Context: an optimization exercise on an open-source flow, tuned for small area and a short achievable clock period. The choices shown serve that exercise and are no tape-out recipe.
Only simulation tests tie the RTL to the original design; equivalence was not proved.
Power figures rest on the tool's default switching activity, not on a simulated workload.

## ex_stage_top
module ex_stage_top (
    input  logic         clk,
    input  logic         rst,
    input  logic         stall_i,
    input  logic         flush_i,
    input  logic [250:0] id_to_ex_i,
    output logic [140:0] ex_to_mem_o,
    output logic [69:0]  bypass_o,
    output logic [64:0]  redirect_o,
    output logic [137:0] dmem_req_o,
    output logic         stall_load_o
);
    logic        valid;
    logic [3:0]  alu_op;
    logic        word;
    logic [1:0]  src1_sel;
    logic [2:0]  src2_sel;
    logic [3:0]  br_op;
    logic        mem_en, mem_we, load_unsigned, rf_we, sel_rf_res;
    logic [1:0]  mem_size;
    logic [4:0]  rf_waddr;
    logic [63:0] pc, rs1, rs2;
    logic [31:0] inst;
    assign valid         = id_to_ex_i[250];
    assign alu_op        = id_to_ex_i[249:246];
    assign word          = id_to_ex_i[245];
    assign src1_sel      = id_to_ex_i[244:243];
    assign src2_sel      = id_to_ex_i[242:240];
    assign br_op         = id_to_ex_i[239:236];
    assign mem_en        = id_to_ex_i[235];
    assign mem_we        = id_to_ex_i[234];
    assign mem_size      = id_to_ex_i[233:232];
    assign load_unsigned = id_to_ex_i[231];
    assign rf_we         = id_to_ex_i[230];
    assign rf_waddr      = id_to_ex_i[229:225];
    assign sel_rf_res    = id_to_ex_i[224];
    assign pc            = id_to_ex_i[223:160];
    assign inst          = id_to_ex_i[159:128];
    assign rs1           = id_to_ex_i[127:64];
  ...
Settings: LEC_CHECK=0, ABC_AREA=1, CAP_MARGIN=20, CORE_MARGIN=2, CORE_UTILIZATION=50, CTS_CLUSTER_DIAMETER=60, CTS_CLUSTER_SIZE=40, SETUP_SLACK_MARGIN=4.55, SLEW_MARGIN=20, SYNTH_HIERARCHICAL=1; clock period 9.0 ns.
standard.sh (not shown) runs the stock make flow with config.mk's settings and CLKGATE_MAP_FILE= SYNTH_SCRIPT=/design/flow/synth_recipe.tcl, a recipe that flattens the netlist after the stock synthesis.
==> flow/flow/run.sh <==
#!/bin/bash
set -euo pipefail
cd "$(dirname "$0")/.."
bash standard.sh "BUFFER_PORTS_ARGS=-buffer_cell sky130_fd_sc_hd__buf_1" finish > standard.log 2>&1
The baseline passed the timing, design-rule and antenna checks.
Then changed:
--- a/flow/config.mk
+++ b/flow/config.mk
@@ -9,8 +9,8 @@
 export CAP_MARGIN = 20
 export CORE_MARGIN = 2
-export CORE_UTILIZATION = 50
+export CORE_UTILIZATION = 55
 export CTS_CLUSTER_DIAMETER = 60
 export CTS_CLUSTER_SIZE = 40
-export SETUP_SLACK_MARGIN = 4.55
+export SETUP_SLACK_MARGIN = 4.5
 export SLEW_MARGIN = 20
 export SYNTH_HIERARCHICAL = 1
Result:
- sequential power stays flat
- sequential cell count stays the same
- clock-buffer cell count fell by 6
Then changed:
--- a/flow/config.mk
+++ b/flow/config.mk
@@ -9,8 +9,8 @@
 export CAP_MARGIN = 20
 export CORE_MARGIN = 2
-export CORE_UTILIZATION = 55
+export CORE_UTILIZATION = 40
 export CTS_CLUSTER_DIAMETER = 60
 export CTS_CLUSTER_SIZE = 40
-export SETUP_SLACK_MARGIN = 4.5
+export SETUP_SLACK_MARGIN = 4.3
 export SLEW_MARGIN = 20
 export SYNTH_HIERARCHICAL = 1
Outcome: The changed run produced a clean layout; combinational power is lower by about 4%; power rises by 2.2%; wire length went up by 1.3%; global-route usage fell by 12 points; core utilization shrinks by 18 points; worst setup slack got worse by 170 ps; via count falls by 4.3%; first-iteration DRC count drops by 24%; area after synthesis does not change; hold slack loses 6.4 ps; design area drops by 1.0%.

## build 84
Starting RTL as in the previous note.
export LEC_CHECK = 0
export ABC_AREA = 1
export CAP_MARGIN = 20
export CORE_MARGIN = 2
export CORE_UTILIZATION = 40
export CTS_CLUSTER_DIAMETER = 60
export CTS_CLUSTER_SIZE = 40
export SETUP_SLACK_MARGIN = 4.55
export SLEW_MARGIN = 20
export SYNTH_HIERARCHICAL = 1
create_clock -name core_clock -period 9.0 [get_ports {clk}]
Scripts as last shown in full above: flow/flow/run.sh
For build 44, these inputs were changed with respect to build 84:
Settings: SETUP_SLACK_MARGIN changed from 4.55 to 4.3; CORE_UTILIZATION changed from 40 to 50.
[summary]
Build 44 vs. build 84: non-clock buffer count went down; detailed-routing wirelength on met1 moved down; global-route usage over all layers picked up an extra 5.5 points; core utilization higher. Compared with build 84, in build 44 power attributed to the clock group moved down; count of buffers inserted at the top-level ports saw little to no change; transition at the pin with the smallest max-transition slack decreased by 0.14 ns relative to the old numbers. Build 44 against build 84: data required time at the worst endpoint went up 0.06 ns; worst endpoint data arrival time went up 0.34 ns; hold slack held; inserted tap cell count went down about 20%.
> inputs changed (build 44 -> build 82)
Settings: swapping 4.3 for 4.45 in SETUP_SLACK_MARGIN; swapping 50 for 40 in CORE_UTILIZATION.
==> comparison <==
Between build 44 and build 82, count of clock-buffer cells in the layout is lower for build 44, build 82 comes in above that.
Compared with build 44, placement density in the core of build 82 is lower.
Cell area in build 82 vs build 44: up 4.5%
Register-to-register slack | build 82 above build 44
### build 82 -> build 89
Settings: CORE_UTILIZATION: 40 -> 50.
==> run summary <==
sky130_fd_sc_hd__o22ai_2 as the slowest cell on the critical path was reported by build 82, and sky130_fd_sc_hd__o21ai_1 by build 89. Min number of placed instances with taps included across build 89 and build 82: build 89. Post-DP HPWL in build 89 is 2.9% lower than in build 82. Changes observed in build 89 relative to build 82: detailed-route wire length on metal 1 fell about 5%, synthesis-to-finish area growth lower, flip-flop and latch area barely changed.

==> static timing again, ports no longer ideal <==
In the flow no input, the clock included, has a driving cell. The finished layouts below were timed again as built, in two steps. Step 1: set_driving_cell puts a clkbuf_16 on clk and a buf_2 on each other input, an assumption about the parent block. Step 2 moves the port delays by t, midway between the first and last clock arrival at a register: inputs arrive t later, outputs are due t later. That takes back most of the time a late clock gives input paths. Slacks: no drivers / after step 1 / after step 2; pairs: no drivers / after step 1.
| run | t, ns | slack for setup (ns) | hold WS [ns] | clock arrival spread, ns | worst data-port slew with drivers (ns) |
|---|---|---|---|---|---|
| the first run of note 1 | 0.637 | 4.527 / 4.522 / 3.893 | 0.452 / 0.452 / 0.452 | 0.037 / 0.038 | 0.12 |
| the second run of note 1 | 0.671 | 4.447 / 4.464 / 3.792 | 0.456 / 0.456 / 0.456 | 0.037 / 0.037 | 0.14 |
| the third run of note 1 | 0.637 | 4.278 / 4.301 / 3.663 | 0.450 / 0.450 / 0.450 | 0.039 / 0.039 | 0.13 |
| build 84 | 0.643 | 4.550 / 4.570 / 3.933 | 0.452 / 0.452 / 0.452 | 0.040 / 0.039 | 0.11 |
| build 44 | 0.694 | 4.266 / 4.307 / 3.613 | 0.452 / 0.452 / 0.452 | 0.028 / 0.027 | 0.14 |
| build 82 | 0.651 | 4.471 / 4.461 / 3.846 | 0.450 / 0.450 / 0.450 | 0.046 / 0.045 | 0.13 |
| build 89 | 0.680 | 4.483 / 4.476 / 3.795 | 0.452 / 0.452 / 0.452 | 0.023 / 0.023 | 0.16 |
After both steps every run listed still meets setup and hold. The setup slack of build 89, which loses most, moves by -0.007 ns with the drivers and by -0.688 ns with both steps.
